Source: an optimization exercise on an open RTL-to-GDS flow (aim: small area, a short achievable clock period and few clock cycles per item). Production flows keep margins and buffers that such runs may drop. Function was not checked in any run shown here: the RTL went through the layout flow alone. Power figures rest on the tool's default switching activity, not on a simulated workload.

==> flow/design.v (outline; a module is shown in full before it is edited, if it fits) <==
// module fx_arith_top: 1125 lines
// module fx_aoi22: 9 lines
// module fx_fa: 10 lines
// module fx_ha: 9 lines
// module fx_hai: 9 lines
// module fx_mux2i: 8 lines
// module fx_nand2: 7 lines
// module fx_xor2: 7 lines
module fx_arith_top (
  input  logic             clk,
  input  logic             rst_n,
  input  logic             in_valid,
  output logic             in_ready,
  input  fx_pkg::fx_word_t num_a,     
  input  fx_pkg::fx_word_t num_b,     
  input  logic             op_mul,
  output logic             out_valid,
  input  logic             out_ready,
  output fx_pkg::fx_word_t result,
  output logic             overflow,
  output logic             precision_lost
);
  // ...
==> flow/flow/run.sh <==
#!/bin/bash
# Own layout flow: the standard flow, with the design's one-gate modules
# (full and half adders, Booth select gates) given as the cells they stand
# for. Everything else, registers included, goes through the standard
# synthesis unchanged. Ports are buffered with plain buffers rather than
# delay cells, and the resizer may change a cell's footprint.
set -euo pipefail
work=$(pwd)
python3 flow/subst.py design.v flow/cells.v > design_cells.v 2> subst.log
bash standard.sh VERILOG_FILES="$work/design_cells.v" \
  BUFFER_PORTS_ARGS="-buffer_cell sky130_fd_sc_hd__buf_1" \
  MATCH_CELL_FOOTPRINT=0 finish > standard.log 2>&1
==> flow/flow/cells.v <==
// Cell-level bodies for the design's one-gate modules. flow/run.sh puts
// these in place of the RTL bodies before synthesis, so that each module
// becomes exactly the cell named here; the function is the same.
module fx_fa (input a, input b, input c, output s, output co);
  sky130_fd_sc_hd__fa_1 u (.A(a), .B(b), .CIN(c), .SUM(s), .COUT(co));
endmodule

module fx_ha (input a, input b, output s, output co);
  sky130_fd_sc_hd__ha_1 u (.A(a), .B(b), .SUM(s), .COUT(co));
endmodule

module fx_hai (input a, input b, output s, output co);
  sky130_fd_sc_hd__xnor2_1 us (.A(a), .B(b), .Y(s));
  sky130_fd_sc_hd__or2_1 uc (.A(a), .B(b), .X(co));
endmodule

module fx_aoi22 (input a, input b, input c, input d, output y);
  sky130_fd_sc_hd__a22oi_1 u (.A1(a), .A2(b), .B1(c), .B2(d), .Y(y));
endmodule

module fx_xor2 (input a, input b, output y);
  sky130_fd_sc_hd__xor2_1 u (.A(a), .B(b), .X(y));
endmodule

module fx_xnor2 (input a, input b, output y);
  sky130_fd_sc_hd__xnor2_1 u (.A(a), .B(b), .Y(y));
endmodule

module fx_nand2 (input a, input b, output y);
  sky130_fd_sc_hd__nand2_1 u (.A(a), .B(b), .Y(y));
endmodule

module fx_mux2i (input a0, input a1, input s, output y);
  sky130_fd_sc_hd__mux2i_1 u (.A0(a0), .A1(a1), .S(s), .Y(y));
endmodule
==> flow/flow/subst.py <==
#!/usr/bin/env python3
"""subst.py DESIGN CELLS: DESIGN with every module that CELLS defines taken
out, and CELLS appended, on stdout."""
import re
import sys

design = open(sys.argv[1]).read()
cells = open(sys.argv[2]).read()
names = re.findall(r'^\s*module\s+(\w+)', cells, re.M)
for n in names:
    pat = re.compile(r'^\s*module\s+' + n + r'\b.*?^\s*endmodule\b[^\n]*\n?', re.M | re.S)
    design, k = pat.subn('', design)
    print(f'{n}: replaced {k}', file=sys.stderr)
sys.stdout.write(design + '\n' + cells)
==> flow/standard.sh <==
#!/bin/bash
# synth_recipe.tcl (not shown) runs the flow's synth.tcl, then flattens the netlist and writes it again
# the make line also repeats each setting of config.mk as NAME=value (left out here)
make -C /OpenROAD-flow-scripts/flow DESIGN_CONFIG=/design/flow/config.mk WORK_HOME=/design/flow/orfs CLKGATE_MAP_FILE= SYNTH_SCRIPT=/design/flow/synth_recipe.tcl "${@:-finish}"
==> flow/config.mk <==
export PLATFORM = sky130hd
export DESIGN_NAME = fx_arith_top
export DESIGN_NICKNAME = fx_arith_top
export VERILOG_FILES = /design/flow/design.v
export SDC_FILE = /design/flow/constraint.sdc
export NUM_CORES = 4
export LEC_CHECK = 0
export ABC_AREA = 1
export CAP_MARGIN = 20
export CORE_MARGIN = 2
export CORE_UTILIZATION = 40
export SLEW_MARGIN = 20
==> flow/constraint.sdc <==
create_clock -name core_clock -period 5.5 [get_ports {clk}]
set_input_delay 1.1000 -clock core_clock [delete_from_list [all_inputs] [get_ports {clk}]]
set_output_delay 1.1000 -clock core_clock [all_outputs]
set_load 0.01 [all_outputs]
==> results.txt, run 1 <==
WP buf/inv=2; Max power group=combinational logic; Sw Ratio=around 50%; power per cell area=between 400 and 500 nW/um^2; status=timing/DRC/antenna clean; Worst Path Arrival=~5.0 ns; vias in the first global route=6775; Flop pwr share=approximately 13%; sequential share of cell area=12.1%; GR Layer Usage met2=about a third; Post-Route M1 WL=10100 um; hold_buf cts=0; FF-to-FF End=sum_y[14]; compound-cell area share of the yosys netlist=a little over an eighth; multiplexer share of the synthesized area=under 10%; Root Driver=clkbuf_16; area of the multi-input gates=roughly 6500 sq um; Die Area=21200 sq um; cells along the critical path=buf_1 > nand2_1 > a21oi_1 > a22oi_1 > xor2_1 > fa_1 > fa_1 > fa_1 > fa_1 > ha_1 > o21bai_1 > nor3_1 > nand3_1 > nand2_1 > inv_1; I/O Buffers=56; crit end category=flop; first-pass GRT wire length=between 30000 and 40000 um; setup slack, reg-to-reg=approximately 4.4 ns; nets@finish=roughly 1200; hold_sp=out_valid; Seq group=roughly 0.55 mW; Initial Utilization=around 40%; antenna-violating nets left=0; height of the die=146 um; Final Power=about 4.3 mW; P_comb=~3.4 mW; combinational share of power=roughly four fifths; fraction of the mapped netlist area in adder cells=approximately a third; total area of sequential cells=roughly 1100 sq um
==> run 2: changes to the inputs <==
--- a/flow/config.mk
+++ b/flow/config.mk
@@ -11,2 +11,3 @@
 export CORE_UTILIZATION = 40
+export SETUP_SLACK_MARGIN = 0.6
 export SLEW_MARGIN = 20
==> run 2 against run 1 <==
Largest cell class unchanged. Synthesized area unchanged. Critical path depth stayed put. Still clean. Sequential share of layout area down 0.10 points. Sequential power hardly changed. First-iteration DRC count fell by 6.6%. Fmax up 5.9%. Clock skew is 0.00074 ns higher.
==> results.txt, run 2 <==
yosys warns=1 (unchanged); drt wl/cell=18.1 um (about the same); height of the die=146 um (unchanged); Final period util=84.6% (was 89.6%); hold path cells=2 (unchanged); crit end category=flop (unchanged); antenna-violating nets left=0 (unchanged); Yosys cell types=26 (unchanged); RSZ-0062 raised after global routing=no (unchanged); Crit path largest cell delay=0.50 ns (was 0.47 ns); DRC=0 (unchanged); largest area contributor in the netlist=fa_1 (unchanged); dpl hpwl=18300 um (was 18100 um); Boundary Pins=57 (unchanged); largest net degree at the start of global routing=39 (unchanged); commonest non-fill, non-tap cell in the layout=xor2_1 (unchanged); clk_skew=0.00559 ns (was 0.00485 ns); Setup TNS=0 ns (unchanged); routed wire length=22700 um (was 22600 um); die width=146 um (unchanged); power per cell area=475 nW/um^2 (was 469 nW/um^2); FP Rows=51 (unchanged); Syn Inst Count=869 (unchanged); Final Hold Viols=0 (unchanged); Worst Tran Pin Value=0.871 ns (was 0.787 ns); critical path's top delay family=adder cells (unchanged); Reg2Reg Depth=2 (unchanged); Most used DFF post-synth=edfxtp_1 (unchanged); layout cell share with drive strength beyond 1=9.41% (was 7.32%); Syn Nets=1055 (unchanged); Slew HR=41.9% (was 47.5%); Worst path slowest cell=fa_1 (unchanged); most frequent cells in the layout=143 x xor2_1, 142 x nand2_1, 120 x a22oi_1, 111 x fa_1, 106 x inv_1 (was 143 x xor2_1, 142 x nand2_1, 120 x a22oi_1, 111 x fa_1, 109 x inv_1); vias in the first global route=6712 (was 6775); Synth-to-Final Area Change=14.6% (was 13.6%); drt initial violations=534 (was 572); initial antenna violation count=0 (unchanged); first-pass GRT wire length=36500 um (was 37000 um); fin crit period=4.65 ns (was 4.93 ns); Max Slew Vio Count=0 (unchanged); CP Class=input pin to flop (unchanged); most frequent CP cell=fa_1 (unchanged); total congestion overflow=0 (unchanged); Root Driver=clkbuf_16 (unchanged); status=timing/DRC/antenna clean (unchanged); Die Area=21200 sq um (unchanged); Pre-Repair DR Iteration Count=8 (was 5); CP Data Required Time=5.54 ns (was 5.55 ns); diode count=0 (unchanged); post-synth top area share=27.7% (unchanged); Setup crit start kind=input pin (unchanged); Core Region=19600 sq um (unchanged); Seq/Total Area, Yosys=13.7% (unchanged); max_cap viols=0 (unchanged); top cells by area, synth=fa_1 28%, xor2_1 16%, edfxtp_1 13% (unchanged); Hold Crit Class=flop to flop (unchanged); H-tree Lvls=2 (unchanged); Cell Area, Synth=8030 sq um (unchanged); cells along the critical path=buf_1 > nand2_1 > a21oi_2 > a22oi_1 > xor2_1 > fa_1 > fa_1 > fa_1 > fa_1 > ha_1 > o21bai_1 > nor3_2 > nand3_1 > nand2_1 > inv_1 (was buf_1 > nand2_1 > a21oi_1 > a22oi_1 > xor2_1 > fa_1 > fa_1 > fa_1 > fa_1 > ha_1 > o21bai_1 > nor3_1 > nand3_1 > nand2_1 > inv_1); WP depth=15 (unchanged); Post-synth top cells=143 x xor2_1, 142 x nand2_1, 120 x a22oi_1 (unchanged); Worst-Skew Late Latency=0.28 ns (about the same); post-route cell area=9200 sq um (was 9120 sq um); GP Congestion=0.925 (was 0.950); Seq cells post-synth=37 (unchanged); final setup fails=0 (unchanged); Max clock buf depth=2 (unchanged); fmax=0.215 GHz (was 0.203 GHz); vias after detailed routing=6587 (was 6638); total CTS buffers=5 (unchanged); CTS tree=done (unchanged); vias per inst=5.26 (was 5.31); WP buf/inv=2 (unchanged); CTS Sinks=37 (unchanged); Initial Utilization=41.0% (unchanged); pre-CTS setup slack=0.366 ns (was 0.290 ns); I/O Buffers=56 (unchanged); Final WS setup=0.846 ns (was 0.572 ns); Worst Path Arrival=4.69 ns (was 4.98 ns); Synth async-reset ratio=0% (unchanged); leakage power=4.12 nW (was 4.08 nW); Peak supply drop=0.157 mV (was 0.190 mV); CP Max Fanout=6 (was 7); placed cell area=8980 sq um (was 8950 sq um); clock slew at reported path FFs=0.06 ns (about the same); Syn Area/Cell=9.23 sq um (unchanged); nets@finish=1173 (was 1169); top-count cell post-synth=xor2_1 (unchanged); Fillers=1923 (was 1920); Largest regs=sum_x: 16 flops, sum_y: 16 flops (unchanged); GRT Overall Usage=21.6% (was 21.9%); EDFF count, synth=36 (unchanged)
run 2: final timing paths:
| kind | slack [ns] | end | from |
|---|---|---|---|
| min reg2reg | 0.85 | sum_y[0] | out_valid |
| max reg2reg | 4.38 | sum_x[15] | out_valid |
| min | 0.85 | sum_y[0] | out_valid |
| max | 0.85 | ovf_nc | num_b[8] |
run 2: metal layers:
layer  share of wire (%)  up-vias  GRT usage (%)
met4                 1.2        0           5.25
met1                  45     3177           30.7
met3                 8.6       20           4.04
met2                  45      245           34.3
li1                    -     3145              -
met5                   0        -              0
run 2: cell families after synthesis:
family	after synthesis	synth area share (%)
flip-flops	37	13.7
AND/OR/NAND/NOR	226	12.2
AO/OA/AOI/OAI	148	13.1
multiplexers	32	3.99
buffers and inverters	110	5.14
XOR/XNOR	167	18.2
adder cells (fa/ha/maj)	149	33.6
run 2: final cells by class:
cell class / count / area, sq um / share of cell area (%)
clock buffer: 6 / 139 / 1.51
clock inverter: 2 / 37.5 / 0.408
inverter: 110 / 417 / 4.53
multi-input combinational: 722 / 6540 / 71.1
sequential: 37 / 1100 / 12.0
tap: 265 / 332 / 3.61
timing repair buffer: 111 / 633 / 6.89
run 2: power breakdown:
group / internal, mW / switching (mW) / total (mW)
Sequential: 0.510 / 0.0418 / 0.552
Combinational: 1.45 / 2.03 / 3.48
Clock: 0.226 / 0.106 / 0.332
Total: 2.19 / 2.18 / 4.37
run 2: repair_timing:
action,in CTS,in global routing
buffers inserted,0,2
gates resized for setup,0,11
endpoints found under the setup margin,0,1
hold buffers,0,0
run 2: worst reg2reg max path, delay by kind of cell (launching register included):
family        cells  cell delay [ns]
flops             1             0.30
simple gates      1             0.06
buf+inv           1             0.39
run 2: per-stage QoR:
step	hold WS, ns	std cells	util (%)	total power [mW]
global placement	0.844	1243	45.9	3.94
CTS	0.862	1251	46.8	4.35
finish	0.851	1253	46.9	4.37
floorplan	1.24	869	-	3.03
global route	0.921	1253	46.9	4.88
detailed placement	0.847	1243	45.9	4.01
==> run 3: changes to the inputs <==
--- a/flow/config.mk
+++ b/flow/config.mk
@@ -11,3 +11,3 @@
 export CORE_UTILIZATION = 40
-export SETUP_SLACK_MARGIN = 0.6
+export SETUP_SLACK_MARGIN = 1.4
 export SLEW_MARGIN = 20
==> run 3 against run 2 <==
Critical path depth grew 1. Fmax up 5.8%. Register-to-register slack worse by 0.02 ns. Clock skew about the same. Die area unchanged. Global-route usage up 1.8 points. Final cell count grew 3.8%. Non-clock buffer count rose by 47. Hold slack improved by 0.012 ns. Critical path type unchanged.
==> results.txt, run 3 <==
status=timing/DRC/antenna clean (unchanged); total area of sequential cells=1100 sq um (unchanged); Syn Nets=1055 (unchanged); combinational share of power=82.0% (was 79.8%); Setup crit start kind=input pin (unchanged); Syn Inst Count=869 (unchanged); CTS Sinks=37 (unchanged); largest area contributor in the netlist=fa_1 (unchanged); CTS tree=done (unchanged); CP Data Required Time=5.55 ns (was 5.54 ns); Cell Area, Synth=8030 sq um (unchanged); FP Rows=51 (unchanged); Setup TNS=0 ns (unchanged); Worst Path Arrival=4.45 ns (was 4.69 ns); Die Area=21200 sq um (unchanged); commonest non-fill, non-tap cell in the layout=nand2_1 (was xor2_1); Synth async-reset ratio=0% (unchanged); Worst-Skew Late Latency=0.29 ns (was 0.28 ns); Flop pwr share=11.9% (was 12.6%); vias in the first global route=7162 (was 6712); crit end category=flop (unchanged); P_sw=2.29 mW (was 2.18 mW); area of the multi-input gates=7130 sq um (was 6540 sq um); CP Max Fanout=4 (was 6); vias per inst=5.33 (was 5.26); Clk network pwr share=6.1% (was 7.6%); clock slew at reported path FFs=0.06 ns (about the same); final setup fails=0 (unchanged); Root Driver=clkbuf_16 (unchanged); routed wire length=24700 um (was 22700 um); CP Class=input pin to flop (unchanged); GP Congestion=0.912 (was 0.925); GRT Overall Usage=23.4% (was 21.6%); Pint=2.36 mW (was 2.19 mW); power per cell area=450 nW/um^2 (was 475 nW/um^2); Final period util=80.0% (was 84.6%); clk_skew=0.00533 ns (was 0.00559 ns); vias after detailed routing=6929 (was 6587); die width=146 um (unchanged); Final Hold Viols=0 (unchanged); Seq/Total Area, Yosys=13.7% (unchanged); nets@finish=1221 (was 1173); drt wl/cell=19.0 um (was 18.1 um); H-tree Lvls=2 (unchanged); Post-synth top cells=143 x xor2_1, 142 x nand2_1, 120 x a22oi_1 (unchanged); Largest regs=sum_x: 16 flops, sum_y: 16 flops (unchanged); post-synth top area share=27.7% (unchanged); Seq cells post-synth=37 (unchanged); Worst Tran Pin Value=0.735 ns (was 0.871 ns); I/O Buffers=56 (unchanged); Pre-Repair DR Iteration Count=5 (was 8); Slew HR=51.0% (was 41.9%); dpl hpwl=18800 um (was 18300 um); diode count=0 (unchanged); top cells by area, synth=fa_1 28%, xor2_1 16%, edfxtp_1 13% (unchanged); Sw Ratio=49.2% (was 49.9%); RSZ-0062 raised after global routing=yes (was no); EDFF count, synth=36 (unchanged); height of the die=146 um (unchanged); Max Slew Vio Count=0 (unchanged); top-count cell post-synth=xor2_1 (unchanged); Yosys cell types=26 (unchanged); Synth-to-Final Area Change=28.9% (was 14.6%); Fillers=1816 (was 1923); total congestion overflow=0 (unchanged); largest net degree at the start of global routing=39 (unchanged); max_cap viols=0 (unchanged); leakage power=4.45 nW (was 4.12 nW); Peak supply drop=0.238 mV (was 0.157 mV); Most used DFF post-synth=edfxtp_1 (unchanged); Boundary Pins=57 (unchanged); initial antenna violation count=0 (unchanged); drt initial violations=579 (was 534); fmax=0.227 GHz (was 0.215 GHz); layout cell share with drive strength beyond 1=26.0% (was 9.41%); Syn Area/Cell=9.23 sq um (unchanged); Final Power=4.65 mW (was 4.37 mW); antenna-violating nets left=0 (unchanged); total CTS buffers=5 (unchanged); Core Region=19600 sq um (unchanged); Initial Utilization=41.0% (unchanged); DRC=0 (unchanged); Hold Crit Class=flop to flop (unchanged); Max clock buf depth=2 (unchanged); yosys warns=1 (unchanged); fin crit period=4.40 ns (was 4.65 ns); most frequent cells in the layout=138 x nand2_1, 135 x xor2_1, 101 x inv_1, 92 x a22oi_1, 79 x buf_4 (was 143 x xor2_1, 142 x nand2_1, 120 x a22oi_1, 111 x fa_1, 106 x inv_1); first-pass GRT wire length=39300 um (was 36500 um)
==> run 3: changes by cell type in the layout (fill, tap and decap cells not counted), moves of 17 or more <==
cell,previous run,this run
buf_1,48,31
buf_4,55,79
nor2_4,0,18
a22oi_2,0,28
nor2_1,28,11
fa_1,111,72
fa_2,0,39
a22oi_1,120,92
buf_6,0,20
==> run 3: cell families (layout without fill, tap and decap cells) <==
group                    after synthesis  count (layout)  synth area share (%)
AND/OR/NAND/NOR                      226             227                  12.2
flip-flops                            37              37                  13.7
AO/OA/AOI/OAI                        148             148                  13.1
buffers and inverters                110             276                  5.14
adder cells (fa/ha/maj)              149             149                  33.6
XOR/XNOR                             167             167                  18.2
multiplexers                          32              32                  3.99
==> run 3: stage by stage <==
stage | hold WS [ns] | setup WS [ns] | cells | utilization (%) | cell area, sq um
after floorplan | 1.24 | 0.980 | 869 | - | 8270
after global placement | 0.856 | 0.294 | 1242 | 47.0 | 9210
after detailed placement | 0.866 | 0.277 | 1242 | 47.0 | 9210
after CTS | 0.880 | 1.00 | 1290 | 51.1 | 10000
after global routing | 0.909 | 0.988 | 1301 | 52.8 | 10300
final | 0.863 | 1.10 | 1301 | 52.8 | 10300
==> run 3: what timing repair did <==
action	in CTS	in global routing
cloned	1	0
endpoints found under the setup margin	33	22
gates resized for setup	127	52
hold buffers	0	0
setup buffers	39	11
pin swaps	42	46
==> run 3: path summary, 6_finish.rpt <==
| path | slack (ns) | to | cells past startpoint | start |
|---|---|---|---|---|
| setup / recovery | 1.10 | ovf_nc | 16 | num_b[11] |
| hold / removal | 0.86 | sum_y[0] | 2 | out_valid |
| setup reg to reg | 4.36 | sum_y[13] | 2 | out_valid |
| hold reg to reg | 0.86 | sum_y[0] | 2 | out_valid |
==> run 3: layout make-up <==
type                    instances  share of cell area [%]
multi-input cells             723                    68.9
repair buffers                158                    11.7
flip-flops and latches         37                    10.6
inverters                     110                    4.21
well taps                     265                    3.21
clock buffers                   5                    1.21
clock inverters                 3                   0.169
==> run 3: power by group through the flow <==
stage / Clock, mW / Combinational [mW] / Sequential, mW
finish: 0.282 / 3.82 / 0.554
global route: 0.298 / 4.33 / 0.570
CTS: 0.289 / 3.61 / 0.556
detailed placement: 0 / 3.45 / 0.561
global placement: 0 / 3.41 / 0.556
floorplan: 0 / 2.51 / 0.546
==> run 3: critical path, stage by stage <==
cell and delay, ns:
buf_6 0.10, clkinvlp_4 0.16, a21oi_4 0.29, buf_6 0.15, a22oi_1 0.07, xor2_1 0.19
or2_1 0.28, fa_2 0.37, fa_1 0.48, fa_1 0.55, ha_4 0.21, o21bai_4 0.16
nor3_2 0.14, nand3_1 0.08, nand2_1 0.07, inv_1 0.04
==> run 3: metal layers <==
layer	vias to the layer above	global-route usage, %	part of all wire, %
met2	281	38.4	47
li1	3239	-	-
met1	3375	31.6	42
met3	34	4.70	7.9
met4	0	6.57	2.2
met5	-	0	0
==> run 4: changes to the inputs <==
--- a/flow/config.mk
+++ b/flow/config.mk
@@ -11,3 +11,3 @@
 export CORE_UTILIZATION = 40
-export SETUP_SLACK_MARGIN = 1.4
+export SETUP_SLACK_MARGIN = 1.0
 export SLEW_MARGIN = 20
==> run 4 against run 3 <==
Final area is 6.0% lower. Via count is 1.9% lower. Largest cell class unchanged. Clock skew is 0.00063 ns lower. Combinational power is 6.8% lower. Routed wire length is 2.3% lower. Clock power is 17% higher.
==> results.txt, run 4 <==
hold_buf cts=0 (unchanged); Final period util=82.3% (was 80.0%); combinational share of power=80.1% (was 82.0%); layout cell share with drive strength beyond 1=16.8% (was 26.0%); Worst path slowest cell=fa_1 (unchanged); CTS Sinks=37 (unchanged); Seq/Total Area, Yosys=13.7% (unchanged); Flop pwr share=12.4% (was 11.9%); total CTS buffers=5 (unchanged); largest area contributor in the netlist=fa_1 (unchanged); CP Class=input pin to flop (unchanged); leakage power=4.27 nW (was 4.45 nW); CP Data Required Time=5.54 ns (was 5.55 ns); largest net degree at the start of global routing=39 (unchanged); fmax=0.221 GHz (was 0.227 GHz); antenna-violating nets left=0 (unchanged); diode count=0 (unchanged); Initial Utilization=41.0% (unchanged); vias in the first global route=6899 (was 7162); Setup crit start kind=input pin (unchanged); Sw Ratio=49.4% (was 49.2%); Max clock buf depth=2 (unchanged); DRC=0 (unchanged); post-synth top area share=27.7% (unchanged); crit end category=flop (unchanged); FP Rows=51 (unchanged); I/O Buffers=56 (unchanged); Cell Area, Synth=8030 sq um (unchanged); most frequent cells in the layout=140 x xor2_1, 139 x nand2_1, 112 x a22oi_1, 103 x inv_1, 96 x fa_1 (was 138 x nand2_1, 135 x xor2_1, 101 x inv_1, 92 x a22oi_1, 79 x buf_4); Hold Crit Class=flop to flop (unchanged); drt initial violations=650 (was 579); clk_skew=0.00471 ns (was 0.00533 ns); max_cap viols=0 (unchanged); CP Max Fanout=5 (was 4); nets@finish=1199 (was 1221); H-tree Lvls=2 (unchanged); Syn Nets=1055 (unchanged); initial antenna violation count=0 (unchanged); vias per inst=5.32 (was 5.33); Syn Area/Cell=9.23 sq um (unchanged); Slew HR=52.0% (was 51.0%); Worst Tran Pin Value=0.720 ns (was 0.735 ns); Yosys cell types=26 (unchanged); Core Region=19600 sq um (unchanged); Final Hold Viols=0 (unchanged); Seq cells post-synth=37 (unchanged); crit path from=num_b[7] (was num_b[11]); GRT Overall Usage=23.2% (was 23.4%); Final Power=4.44 mW (was 4.65 mW); Worst R2R Start=out_valid (unchanged); Crit path largest cell delay=0.50 ns (was 0.55 ns); Largest regs=sum_x: 16 flops, sum_y: 16 flops (unchanged); most frequent CP cell=fa_1; Root Driver=clkbuf_16 (unchanged); Clk network pwr share=7.4% (was 6.1%); Reg2Reg Depth=2 (unchanged); hold_sp=out_valid (unchanged); final setup fails=0 (unchanged); Synth async-reset ratio=0% (unchanged); top-count cell post-synth=xor2_1 (unchanged); die width=146 um (unchanged); commonest non-fill, non-tap cell in the layout=xor2_1 (was nand2_1); first-pass GRT wire length=38600 um (was 39300 um); dpl hpwl=18300 um (was 18800 um); final core occ=49.6% (was 52.8%); Worst-Skew Late Latency=0.28 ns (was 0.29 ns); drt wl/cell=18.8 um (was 19.0 um); Max Slew Vio Count=0 (unchanged); Peak supply drop=0.178 mV (was 0.238 mV); P_sw=2.20 mW (was 2.29 mW); vias after detailed routing=6800 (was 6929); Setup TNS=0 ns (unchanged); GP Congestion=0.901 (was 0.912); fin crit period=4.53 ns (was 4.40 ns); Pint=2.25 mW (was 2.36 mW); top cells by area, synth=fa_1 28%, xor2_1 16%, edfxtp_1 13% (unchanged); Synth-to-Final Area Change=21.1% (was 28.9%); Pre-Repair DR Iteration Count=6 (was 5); hold path cells=2 (unchanged); clock slew at reported path FFs=0.06 ns (about the same); total congestion overflow=0 (unchanged); Syn Inst Count=869 (unchanged); CTS tree=done (unchanged); Most used DFF post-synth=edfxtp_1 (unchanged); RSZ-0062 raised after global routing=yes (unchanged); power per cell area=457 nW/um^2 (was 450 nW/um^2); routed wire length=24100 um (was 24700 um); Worst Path Arrival=4.57 ns (was 4.45 ns); status=timing/DRC/antenna clean (unchanged); Die Area=21200 sq um (unchanged); Boundary Pins=57 (unchanged); EDFF count, synth=36 (unchanged); Post-synth top cells=143 x xor2_1, 142 x nand2_1, 120 x a22oi_1 (unchanged); height of the die=146 um (unchanged); cells along the critical path=clkbuf_2 > buf_6 > nor2_4 > buf_4 > nor2_4 > a22oi_2 > xor2_2 > fa_1 > fa_2 > fa_1 > fa_1 > ha_1 > o21bai_1 > nor3_1 > nand3_1 > nand2_1 > inv_1 (was buf_6 > clkinvlp_4 > a21oi_4 > buf_6 > a22oi_1 > xor2_1 > or2_1 > fa_2 > fa_1 > fa_1 > ha_4 > o21bai_4 > nor3_2 > nand3_1 > nand2_1 > inv_1); yosys warns=1 (unchanged)
-- run 4: cell types whose count changed in the layout (fill, tap and decap cells not counted), sizes merged --
cell      change
clkbuf        -4
nor2          -1
clkinv        -2
bufinv        +1
clkinvlp      -1
buf          -16
inv           +1
-- run 4: through the flow --
stage | hold WS [ns] | setup WS, ns | instance area, sq um | instances
finish | 0.873 | 0.974 | 9720 | 1279
global route | 0.943 | 0.827 | 9720 | 1279
CTS | 0.901 | 0.993 | 9540 | 1271
detailed placement | 0.887 | 0.241 | 9100 | 1238
global placement | 0.854 | 0.242 | 9100 | 1238
floorplan | 1.24 | 0.980 | 8190 | 869
-- run 4: final timing paths --
check                                      end  slack (ns)
worst max-delay path                    ovf_nc        0.97
worst max register to register       sum_x[14]        4.36
worst min register to register  precision_lost        0.87
worst min-delay path            precision_lost        0.87
-- run 4: layer usage --
| metal | up-vias | track usage [%] | share of wire [%] |
|---|---|---|---|
| met3 | 27 | 5.71 | 11 |
| met5 | - | 0 | 0 |
| li1 | 3204 | - | - |
| met4 | 0 | 5.49 | 1.7 |
| met2 | 315 | 36.1 | 44 |
| met1 | 3254 | 32.7 | 43 |
-- run 4: layout make-up --
| type | count | area, sq um |
|---|---|---|
| Tap cell | 265 | 332 |
| Inverter | 110 | 432 |
| Clock buffer | 6 | 139 |
| Sequential cell | 37 | 1100 |
| Fill cell | 1893 | 9870 |
| Clock inverter | 2 | 37.5 |
| Timing Repair Buffer | 137 | 892 |
| Multi-Input combinational cell | 722 | 6790 |
-- run 4: power by group through the flow --
stage | Sequential, mW | Clock [mW] | Combinational (mW)
floorplan | 0.546 | 0 | 2.50
global placement | 0.555 | 0 | 3.42
detailed placement | 0.560 | 0 | 3.47
CTS | 0.556 | 0.339 | 3.52
global route | 0.565 | 0.348 | 4.07
finish | 0.553 | 0.330 | 3.56
-- run 4: critical path, delay by kind of cell --
family / cells / cell delay, ns
AND/OR/NAND/NOR: 5 / 0.48
XOR/XNOR: 1 / 0.17
buffers and inverters: 4 / 0.43
AO/OA/AOI/OAI: 2 / 0.35
adder cells (fa/ha/maj): 5 / 2.01
-- run 4: what timing repair did --
item / CTS / global route
gates resized for setup: 26 / 33
setup endpoints to repair: 14 / 10
gates cloned: 1 / 0
setup buffers: 24 / 8
pin swaps: 9 / 19
-- run 4: cells by family after synthesis --
kind of cell	count (synthesis)	synth area share, %
muxes	32	3.99
adders and majority gates	149	33.6
AOI/OAI and AO/OA	148	13.1
xor gates and xnor gates	167	18.2
and+or+nand+nor	226	12.2
DFF	37	13.7
buffers and inverters	110	5.14
==> run 5: changes to the inputs <==
--- a/flow/config.mk
+++ b/flow/config.mk
@@ -11,3 +11,4 @@
 export CORE_UTILIZATION = 40
-export SETUP_SLACK_MARGIN = 1.0
+export GPL_TIMING_DRIVEN = 0
+export SETUP_SLACK_MARGIN = 0.6
 export SLEW_MARGIN = 20
==> run 5 against run 4 <==
Count of clock-buffer cells in the layout is 1 lower. Routed wire length is 3.9% lower. Largest power group unchanged. Synthesized cell count unchanged. First-iteration DRC count down 9.5%. Utilization down 1.1 points.
==> results.txt, run 5 <==
Final Hold Viols=0 (unchanged); Synth async-reset ratio=0% (unchanged); met1 Track Usage GR=30.3% (was 32.7%); Hold WS=1.04 ns (was 0.873 ns); routed wire length=23200 um (was 24100 um); Most used DFF post-synth=edfxtp_1 (unchanged); nets@finish=1168 (was 1199); Boundary Pins=57 (unchanged); DRC=0 (unchanged); commonest non-fill, non-tap cell in the layout=xor2_1 (unchanged); RSZ-0062 raised after global routing=yes (unchanged); first-pass GRT wire length=37200 um (was 38600 um); total CTS buffers=5 (unchanged); top-count cell post-synth=xor2_1 (unchanged); Max Slew Vio Count=0 (unchanged); Root Driver=clkbuf_16 (unchanged); antenna-violating nets left=0 (unchanged); pre-CTS setup slack=-0.728 ns (was 0.241 ns); Slew HR=23.5% (was 52.0%); Fillers=1856 (was 1893); final core occ=48.5% (was 49.6%); total area of sequential cells=1100 sq um (unchanged); Post-synth top cells=143 x xor2_1, 142 x nand2_1, 120 x a22oi_1 (unchanged); Setup crit start kind=input pin (unchanged); leakage power=4.19 nW (was 4.27 nW); EDFF count, synth=36 (unchanged); clk_skew=0.00485 ns (was 0.00471 ns); diode count=0 (unchanged); status=timing/DRC/antenna clean (unchanged); CTS tree=done (unchanged); drt initial violations=588 (was 650); post-synth top area share=27.7% (unchanged); Pre-Repair DR Iteration Count=5 (was 6); CP Data Required Time=5.53 ns (was 5.54 ns); most frequent cells in the layout=142 x xor2_1, 139 x nand2_1, 119 x a22oi_1, 107 x fa_1, 102 x inv_1 (was 140 x xor2_1, 139 x nand2_1, 112 x a22oi_1, 103 x inv_1, 96 x fa_1); Setup TNS=0 ns (unchanged); area of the multi-input gates=6680 sq um (was 6790 sq um); yosys warns=1 (unchanged); largest area contributor in the netlist=fa_1 (unchanged); GR peak layer=met2 (unchanged); Cell Area, Synth=8030 sq um (unchanged); Syn Inst Count=869 (unchanged); Worst Tran Pin Value=1.15 ns (was 0.720 ns); GR Layer Usage met2=36.8% (was 36.1%); Placed Cells incl. Taps=1196 (was 1238); Final period util=87.8% (was 82.3%); largest net degree at the start of global routing=39 (unchanged); top cells by area, synth=fa_1 28%, xor2_1 16%, edfxtp_1 13% (unchanged); layout cell share with drive strength beyond 1=12.7% (was 16.8%); crit end category=flop (unchanged); GP Congestion=0.848 (was 0.901); I/O Buffers=56 (unchanged); die width=146 um (unchanged); CP Max Fanout=21 (was 5); Max clock buf depth=2 (unchanged); GRT met3 Usage=2.73% (was 5.71%); fmax=0.207 GHz (was 0.221 GHz); Syn Area/Cell=9.23 sq um (unchanged); Core Region=19600 sq um (unchanged); placed cell area=8750 sq um (was 9100 sq um); clock slew at reported path FFs=0.06 ns (about the same); drt wl/cell=18.6 um (was 18.8 um); Peak supply drop=0.182 mV (was 0.178 mV); Final WS setup=0.673 ns (was 0.974 ns); max_cap viols=0 (unchanged); total congestion overflow=0 (unchanged); FP Rows=51 (unchanged); Synth-to-Final Area Change=18.4% (was 21.1%); H-tree Lvls=2 (unchanged); post-route cell area=9500 sq um (was 9720 sq um); Seq cells post-synth=37 (unchanged); initial antenna violation count=0 (unchanged); Worst Path Arrival=4.86 ns (was 4.57 ns); Yosys cell types=26 (unchanged); vias after detailed routing=6633 (was 6800); Worst-Skew Late Latency=0.28 ns (about the same); Final Power=4.27 mW (was 4.44 mW); vias per inst=5.31 (was 5.32); Reg2Reg Depth=1 (was 2); Largest regs=sum_x: 16 flops, sum_y: 16 flops (unchanged); CP Class=input pin to flop (unchanged); Seq/Total Area, Yosys=13.7% (unchanged); Hold Crit Class=input pin to flop (was flop to flop); fin crit period=4.83 ns (was 4.53 ns); dpl hpwl=15700 um (was 18300 um); power per cell area=449 nW/um^2 (was 457 nW/um^2); Die Area=21200 sq um (unchanged); GRT Overall Usage=22.1% (was 23.2%); vias in the first global route=6726 (was 6899); height of the die=146 um (unchanged); final cell count without fillers=1248 (was 1279); final setup fails=0 (unchanged); CTS Sinks=37 (unchanged); Initial Utilization=41.0% (unchanged); Syn Nets=1055 (unchanged); hold path cells=3 (was 2)
==> run 5: logic make-up after synthesis <==
| group | Yosys count | synth area share, % |
|---|---|---|
| and+or+nand+nor | 226 | 12.2 |
| xor gates and xnor gates | 167 | 18.2 |
| adders and majority gates | 149 | 33.6 |
| AOI/OAI and AO/OA | 148 | 13.1 |
| buffers and inverters | 110 | 5.14 |
| DFF | 37 | 13.7 |
| muxes | 32 | 3.99 |
==> run 5: path summary, 6_finish.rpt <==
path | startpoint | endpoint | slack [ns]
worst max-delay path | num_b[7] | ovf_nc | 0.67
worst min-delay path | in_valid | out_valid | 1.04
worst min register to register | out_valid | out_valid | 1.14
worst max register to register | out_valid | sum_x[11] | 4.19
==> run 5: cell type report <==
class                   count  share of cell area (%)
clock buffers               5                    1.32
clock inverters             3                   0.184
inverters                 110                    4.54
multi-input cells         722                    70.3
flip-flops and latches     37                    11.6
well taps                 265                    3.49
repair buffers            106                    8.56
==> run 5: power breakdown <==
part | total, mW | internal (mW) | switching (mW)
logic | 3.45 | 1.46 | 1.99
clock network | 0.268 | 0.166 | 0.102
registers | 0.550 | 0.510 | 0.0397
==> run 5: critical path: stages <==
cell and delay (ns):
buf_16 0.17, clkinvlp_4 0.17, buf_4 0.17, a21oi_4 0.18
buf_4 0.17, buf_4 0.13, nand2_1 0.06, xor2_1 0.18
ha_1 0.31, fa_1 0.44, fa_2 0.37, fa_1 0.48
ha_1 0.30, o21bai_1 0.16, nor3_1 0.17, nand3_1 0.11
nand2_2 0.11, inv_1 0.06
==> run 5: timing repair <==
item,in CTS,in global routing
setup buffers,31,11
setup endpoints to repair,25,15
gates resized for setup,53,28
hold endpoints to repair,0,0
cloned,1,0
hold buffers,0,0
pin swaps,7,2
==> run 5: per-layer routing <==
| metal | share of wire (%) | vias up |
|---|---|---|
| li1 | - | 3138 |
| met1 | 44 | 3199 |
| met2 | 47 | 264 |
| met3 | 6.7 | 32 |
| met4 | 2.2 | 0 |
| met5 | 0 | - |
==> run 6: changes to the inputs <==
--- a/flow/config.mk
+++ b/flow/config.mk
@@ -12,3 +12,3 @@
 export GPL_TIMING_DRIVEN = 0
-export SETUP_SLACK_MARGIN = 0.6
+export SETUP_SLACK_MARGIN = 0.8
 export SLEW_MARGIN = 20
==> run 6 against run 5 <==
Count of clock-buffer cells in the layout increased by 1. Power increased by 2.8%. Non-clock buffer count increased by 2.
==> results.txt, run 6 <==
top-count cell post-synth=xor2_1 (unchanged); Worst R2R Start=out_valid (unchanged); hold path cells=3 (unchanged); top cells by area, synth=fa_1 28%, xor2_1 16%, edfxtp_1 13% (unchanged); Yosys cell types=26 (unchanged); Worst Hold Path EP=out_valid (unchanged); Largest regs=sum_x: 16 flops, sum_y: 16 flops (unchanged); vias per inst=5.41 (was 5.31); initial antenna violation count=0 (unchanged); power per cell area=455 nW/um^2 (was 449 nW/um^2); Final WS setup=0.851 ns (was 0.673 ns); Slew HR=25.0% (was 23.5%); Most used DFF post-synth=edfxtp_1 (unchanged); GP Congestion=0.849 (was 0.848); CP Max Fanout=6 (was 21); Worst-Skew Late Latency=0.28 ns (about the same); Worst Path Arrival=4.68 ns (was 4.86 ns); I/O Buffers=56 (unchanged); status=timing/DRC/antenna clean (unchanged); Post-synth top cells=143 x xor2_1, 142 x nand2_1, 120 x a22oi_1 (unchanged); CP Data Required Time=5.53 ns (about the same); max_cap viols=0 (unchanged); Root Driver=clkbuf_16 (unchanged); simple logic cell fraction of the synthesized area=12.2% (unchanged); Max clock buf depth=2 (unchanged); Peak supply drop=0.205 mV (was 0.182 mV); CP Class=input pin to flop (unchanged); Boundary Pins=57 (unchanged); Reg2Reg Depth=1 (unchanged); RSZ-0062 raised after global routing=yes (unchanged); vias after detailed routing=6757 (was 6633); DRC=0 (unchanged); FP Rows=51 (unchanged); fmax=0.215 GHz (was 0.207 GHz); height of the die=146 um (unchanged); pre-CTS setup slack=-0.515 ns (was -0.728 ns); clk_skew=0.00627 ns (was 0.00485 ns); Initial Utilization=41.0% (unchanged); routed wire length=23400 um (was 23200 um); EDFF count, synth=36 (unchanged); Core Region=19600 sq um (unchanged); antenna-violating nets left=0 (unchanged); Synth async-reset ratio=0% (unchanged); multiplexer share of the synthesized area=3.99% (unchanged); clock slew at reported path FFs=0.05 ns (was 0.06 ns); post-synth top area share=27.7% (unchanged); nets@finish=1170 (was 1168); Synth-to-Final Area Change=20.1% (was 18.4%); commonest non-fill, non-tap cell in the layout=xor2_1 (unchanged); Die Area=21200 sq um (unchanged); H-tree Lvls=2 (unchanged); Seq cells post-synth=37 (unchanged); largest net degree at the start of global routing=39 (unchanged); hold_sp=in_valid (unchanged); placed cell area=8780 sq um (was 8750 sq um); largest family of logic cells by synthesized area=adder cells (unchanged); die width=146 um (unchanged); Final Hold Viols=0 (unchanged); drt wl/cell=18.8 um (was 18.6 um); fraction of the mapped netlist area in adder cells=33.6% (unchanged); crit end category=flop (unchanged); post-route cell area=9640 sq um (was 9500 sq um); setup slack, reg-to-reg=4.21 ns (was 4.19 ns); Final period util=84.5% (was 87.8%); Syn Area/Cell=9.23 sq um (unchanged); Pre-Repair DR Iteration Count=6 (was 5); leakage power=4.23 nW (was 4.19 nW); FF-to-FF End=sum_y[11] (was sum_x[11]); vias in the first global route=6954 (was 6726); final setup fails=0 (unchanged); xor/xnor share of the synthesized area=18.2% (unchanged); total congestion overflow=0 (unchanged); Hold Crit Class=input pin to flop (unchanged); diode count=0 (unchanged); Seq/Total Area, Yosys=13.7% (unchanged); compound-cell area share of the yosys netlist=13.1% (unchanged); Setup crit start kind=input pin (unchanged); GRT Overall Usage=22.6% (was 22.1%); Syn Inst Count=869 (unchanged); dpl hpwl=15600 um (was 15700 um); total CTS buffers=5 (unchanged); most frequent cells in the layout=142 x xor2_1, 138 x nand2_1, 118 x a22oi_1, 103 x inv_1, 102 x fa_1 (was 142 x xor2_1, 139 x nand2_1, 119 x a22oi_1, 107 x fa_1, 102 x inv_1); Cell Area, Synth=8030 sq um (unchanged); layout cell share with drive strength beyond 1=14.1% (was 12.7%); first-pass GRT wire length=38200 um (was 37200 um); yosys warns=1 (unchanged); largest area contributor in the netlist=fa_1 (unchanged); Max Slew Vio Count=0 (unchanged); fin crit period=4.65 ns (was 4.83 ns); Worst Tran Pin Value=1.12 ns (was 1.15 ns); CTS Sinks=37 (unchanged); drt initial violations=550 (was 588); Syn Nets=1055 (unchanged); CTS tree=done (unchanged)
## run 6: cell counts after synthesis
No cell type changed its count.
## run 6: layer usage
layer	up-vias	global-route usage [%]	wire (um)
li1	3147	-	-
met1	3285	31.5	10100
met2	285	37.7	11100
met3	40	1.79	1680
met4	0	6.72	552
met5	-	0	0
## run 6: cell families after synthesis
kind of cell             after synthesis
buffers and inverters                110
multiplexers                          32
AO/OA/AOI/OAI                        148
adder cells (fa/ha/maj)              149
AND/OR/NAND/NOR                      226
flip-flops                            37
XOR/XNOR                             167
## run 6: report_power, final
part / internal, mW / total, mW / switching, mW
Sequential: 0.510 / 0.550 / 0.0403
Clock: 0.226 / 0.324 / 0.0982
Combinational: 1.49 / 3.51 / 2.03
## run 6: metrics by stage
step	cells	hold WS [ns]	setup TNS (ns)	util (%)	power, mW
floorplan	869	1.24	0	-	3.04
global placement	1190	1.32	-44.04	44.1	3.88
detailed placement	1196	1.14	-0.787	44.8	3.95
CTS	1241	1.03	0	48.6	4.35
global route	1250	1.04	0	49.2	4.93
finish	1250	1.04	0	49.2	4.39
## run 6: how the worst max path moves through the flow
stage	start	end	slack [ns]	cells past startpoint
3_5_place_dp	num_b[9]	ovf_nc	-0.52	16
2_1_floorplan	num_b[9]	ovf_nc	0.81	15
6_report	num_b[5]	ovf_nc	0.85	18
5_1_grt	num_b[7]	ovf_nc	0.74	16
4_1_cts	num_b[5]	ovf_nc	0.79	18
3_3_place_gp	num_b[15]	ovf_nc	-1.80	15
## run 6: worst max-delay path, cell delays in order
cell and delay [ns]:
clkbuf_4 0.16, buf_12 0.15, nor2_4 0.12, nor2_2 0.06, a21oi_4 0.26, buf_6 0.16
nand2_1 0.06, xor2_1 0.18, ha_1 0.30, fa_1 0.42, fa_2 0.35, fa_1 0.56
ha_4 0.21, o21bai_1 0.15, nor3_1 0.15, nand3_1 0.12, nand2_2 0.11, inv_1 0.05
## run 6: what timing repair did
item,in CTS,in global routing
resized for setup,84,18
pin swaps,11,15
endpoints found under the hold margin,0,0
setup endpoints to repair,28,11
hold buffers,0,0
gates cloned,3,0
setup buffers,34,8
## run 6: layout make-up
class                   count  area [sq um]
clock buffers               6           139
clock inverters             2          37.5
fillers                  1864          9950
inverters                 110           435
multi-input cells         722          6740
flip-flops and latches     37          1100
well taps                 265           332
repair buffers            108           851
==> run 7: changes to the inputs <==
--- a/flow/config.mk
+++ b/flow/config.mk
@@ -11,4 +11,4 @@
 export CORE_UTILIZATION = 40
-export GPL_TIMING_DRIVEN = 0
-export SETUP_SLACK_MARGIN = 0.8
+export CTS_BUF_LIST = sky130_fd_sc_hd__clkbuf_4 sky130_fd_sc_hd__clkbuf_8
+export SETUP_SLACK_MARGIN = 0.6
 export SLEW_MARGIN = 20
==> run 7 against run 6 <==
Synthesized area is the same. Fmax shrank 0.13%. Register-to-register slack gained 0.17 ns. Global-route usage shrank 0.97 points. First-iteration DRC count grew 0.55%. Flip-flop and latch count is the same. Utilization shrank 2.5 points. Routed wire length shrank 3.7%. Critical endpoint unchanged. Largest power group unchanged.
==> results.txt, run 7 <==
Root Driver=clkbuf_8 (was clkbuf_16); Boundary Pins=57 (unchanged); critical path's top delay family=adder cells (unchanged); largest area contributor in the netlist=fa_1 (unchanged); Most used DFF post-synth=edfxtp_1 (unchanged); vias in the first global route=6702 (was 6954); antenna-violating nets left=0 (unchanged); commonest non-fill, non-tap cell in the layout=xor2_1 (unchanged); nets@finish=1173 (was 1170); diode count=0 (unchanged); Setup crit start kind=input pin (unchanged); crit end category=flop (unchanged); CP Max Fanout=6 (unchanged); Slew HR=43.4% (was 25.0%); Syn Inst Count=869 (unchanged); CTS Sinks=37 (unchanged); Worst R2R Start=out_valid (unchanged); Final period util=84.6% (was 84.5%); GRT Overall Usage=21.6% (was 22.6%); leakage power=4.09 nW (was 4.23 nW); Yosys cell types=26 (unchanged); vias after detailed routing=6564 (was 6757); Worst-Skew Late Latency=0.29 ns (was 0.28 ns); crit path from=num_b[8] (was num_b[5]); cells along the critical path=buf_1 > nand2_1 > a21oi_2 > a22oi_1 > xor2_1 > fa_1 > fa_1 > fa_1 > fa_1 > ha_1 > o21bai_1 > nor3_2 > nand3_1 > nand2_1 > inv_1 (was clkbuf_4 > buf_12 > nor2_4 > nor2_2 > a21oi_4 > buf_6 > nand2_1 > xor2_1 > ha_1 > fa_1 > fa_2 > fa_1 > ha_4 > o21bai_1 > nor3_1 > nand3_1 > nand2_2 > inv_1); Core Region=19600 sq um (unchanged); Final Hold Viols=0 (unchanged); Max Slew Vio Count=0 (unchanged); max_cap viols=0 (unchanged); H-tree Lvls=2 (unchanged); total CTS buffers=5 (unchanged); first-pass GRT wire length=36400 um (was 38200 um); clock slew at reported path FFs=0.08 ns (was 0.05 ns); fmax=0.215 GHz (about the same); Largest regs=sum_x: 16 flops, sum_y: 16 flops (unchanged); DRC=0 (unchanged); vias per inst=5.24 (was 5.41); Syn Nets=1055 (unchanged); routed wire length=22600 um (was 23400 um); final core occ=46.7% (was 49.2%); Initial Utilization=41.0% (unchanged); top cells by area, synth=fa_1 28%, xor2_1 16%, edfxtp_1 13% (unchanged); WP buf/inv=2 (was 4); area of the multi-input gates=6540 sq um (was 6740 sq um); post-synth top area share=27.7% (unchanged); Peak supply drop=0.141 mV (was 0.205 mV); Hold Crit Class=flop to flop (was input pin to flop); drt initial violations=553 (was 550); Pre-Repair DR Iteration Count=6 (unchanged); Worst Tran Pin Value=0.849 ns (was 1.12 ns); I/O Buffers=56 (unchanged); EDFF count, synth=36 (unchanged); Synth async-reset ratio=0% (unchanged); Synth-to-Final Area Change=13.9% (was 20.1%); Seq cells post-synth=37 (unchanged); layout cell share with drive strength beyond 1=9.41% (was 14.1%); status=timing/DRC/antenna clean (unchanged); FP Rows=51 (unchanged); hold_sp=out_valid (was in_valid); fin crit period=4.66 ns (was 4.65 ns); Seq/Total Area, Yosys=13.7% (unchanged); most frequent cells in the layout=143 x xor2_1, 142 x nand2_1, 120 x a22oi_1, 111 x fa_1, 106 x inv_1 (was 142 x xor2_1, 138 x nand2_1, 118 x a22oi_1, 103 x inv_1, 102 x fa_1); height of the die=146 um (unchanged); Die Area=21200 sq um (unchanged); GP Congestion=0.925 (was 0.849); Worst path slowest cell=fa_1 (unchanged); power per cell area=468 nW/um^2 (was 455 nW/um^2); Max clock buf depth=2 (unchanged); Worst Path Arrival=4.71 ns (was 4.68 ns); total area of sequential cells=1100 sq um (unchanged); CTS tree=done (unchanged); final setup fails=0 (unchanged); drt wl/cell=18.0 um (was 18.8 um); CP Data Required Time=5.55 ns (was 5.53 ns); RSZ-0062 raised after global routing=no (was yes); die width=146 um (unchanged); yosys warns=1 (unchanged); CP Class=input pin to flop (unchanged); most frequent CP cell=fa_1 (unchanged); dpl hpwl=18300 um (was 15600 um); Cell Area, Synth=8030 sq um (unchanged); Post-synth top cells=143 x xor2_1, 142 x nand2_1, 120 x a22oi_1 (unchanged); largest net degree at the start of global routing=39 (unchanged); Fillers=1923 (was 1864); top-count cell post-synth=xor2_1 (unchanged); clk_skew=0.00977 ns (was 0.00627 ns); initial antenna violation count=0 (unchanged); Syn Area/Cell=9.23 sq um (unchanged); Crit path largest cell delay=0.50 ns (was 0.56 ns); Hold WS=0.854 ns (was 1.04 ns); total congestion overflow=0 (unchanged); Setup TNS=0 ns (unchanged)
## run 7: changes by cell type in the layout (fill, tap and decap cells not counted), sizes merged
cell / previous run / this run
buf: 90 / 103
clkbuf: 24 / 14
clkinvlp: 7 / 2
inv: 104 / 109
## run 7: what timing repair did
item / CTS / global route
buffers inserted: 0 / 2
gates resized for setup: 0 / 11
hold buffers: 0 / 0
setup endpoints to repair: 0 / 1
## run 7: layer usage
layer	GRT usage (%)	wire (um)
met5	0	0
met4	5.10	269
met3	4.14	1860
met2	34.3	10300
met1	30.6	10200
## run 7: worst paths after layout
kind	depth (start not counted)	to	slack, ns
hold / removal	2	carry8	0.85
setup reg to reg	2	sum_x[15]	4.38
setup / recovery	15	ovf_nc	0.84
hold reg to reg	2	carry8	0.85
## run 7: cell families after synthesis
kind of cell / Yosys count / share of synthesized area (%)
multiplexers: 32 / 3.99
adder cells (fa/ha/maj): 149 / 33.6
flip-flops: 37 / 13.7
XOR/XNOR: 167 / 18.2
AO/OA/AOI/OAI: 148 / 13.1
buffers and inverters: 110 / 5.14
AND/OR/NAND/NOR: 226 / 12.2
## run 7: final cells by class
type | instances | area share, %
clock inverters | 2 | 0.411
inverters | 110 | 4.56
multi-input cells | 722 | 71.5
repair buffers | 111 | 6.93
clock buffers | 6 | 0.904
flip-flops and latches | 37 | 12.0
well taps | 265 | 3.63
## run 7: where the power goes
group	internal, mW	leakage, nW	switching [mW]	total (mW)
Sequential	0.509	0.381	0.0422	0.551
Clock	0.147	0.0574	0.0948	0.242
Combinational	1.45	3.65	2.03	3.48
Total	2.11	4.09	2.16	4.27
## run 7: per-stage QoR
step | worst slack, ns | instance area, sq um | power (mW) | cells
final | 0.845 | 9140 | 4.27 | 1253
after global routing | 0.675 | 9140 | 4.80 | 1253
after CTS | 0.674 | 9100 | 4.27 | 1251
after detailed placement | 0.366 | 8980 | 4.01 | 1243
after global placement | 0.429 | 8980 | 3.94 | 1243
after floorplan | 0.630 | 8040 | 3.03 | 869
## run 7: worst register-to-register path, cell delays in order (launching register included)
cell and delay [ns]:
dfxtp_1 0.31, nand2_1 0.06, buf_4 0.39

afterwards: timing with drivers on the ports:
How much do the figures lean on ideal ports? The routed layouts below were timed once more, with nothing changed but the port constraints. Step 1 (the two cells are an assumption about what drives the block):
set clk [get_ports {clk}]
set_driving_cell -lib_cell sky130_fd_sc_hd__clkbuf_16 $clk
set_driving_cell -lib_cell sky130_fd_sc_hd__buf_2 [delete_from_list [all_inputs] $clk]
Step 2 moves the port delays by t, midway between the first and last clock arrival at a register: inputs arrive t later, outputs are due t later. That takes back most of the time a late clock gives input paths. Slacks: ideal / step 1 / step 2; pairs: ideal / step 1.
run	t (ns)	setup WS [ns]	worst hold slack (ns)	worst setup path after step 2
run 1	0.322	0.572 / 0.584 / 0.262	0.860 / 0.860 / 0.860	input to register
run 2	0.315	0.846 / 0.850 / 0.535	0.851 / 0.851 / 0.851	input to register
run 3	0.324	1.103 / 1.083 / 0.759	0.863 / 0.863 / 0.863	input to register
run 4	0.309	0.974 / 0.983 / 0.674	0.873 / 0.873 / 0.873	input to register
run 5	0.307	0.673 / 0.620 / 0.312	1.039 / 1.030 / 1.137	input to register
run 6	0.315	0.851 / 0.757 / 0.443	1.038 / 1.020 / 1.121	input to register
run 7	0.320	0.845 / 0.843 / 0.523	0.854 / 0.854 / 0.854	input to register
After both steps every run listed still meets setup and hold. The setup slack of run 6, which loses most, moves by -0.094 ns with the drivers and by -0.408 ns with both steps.
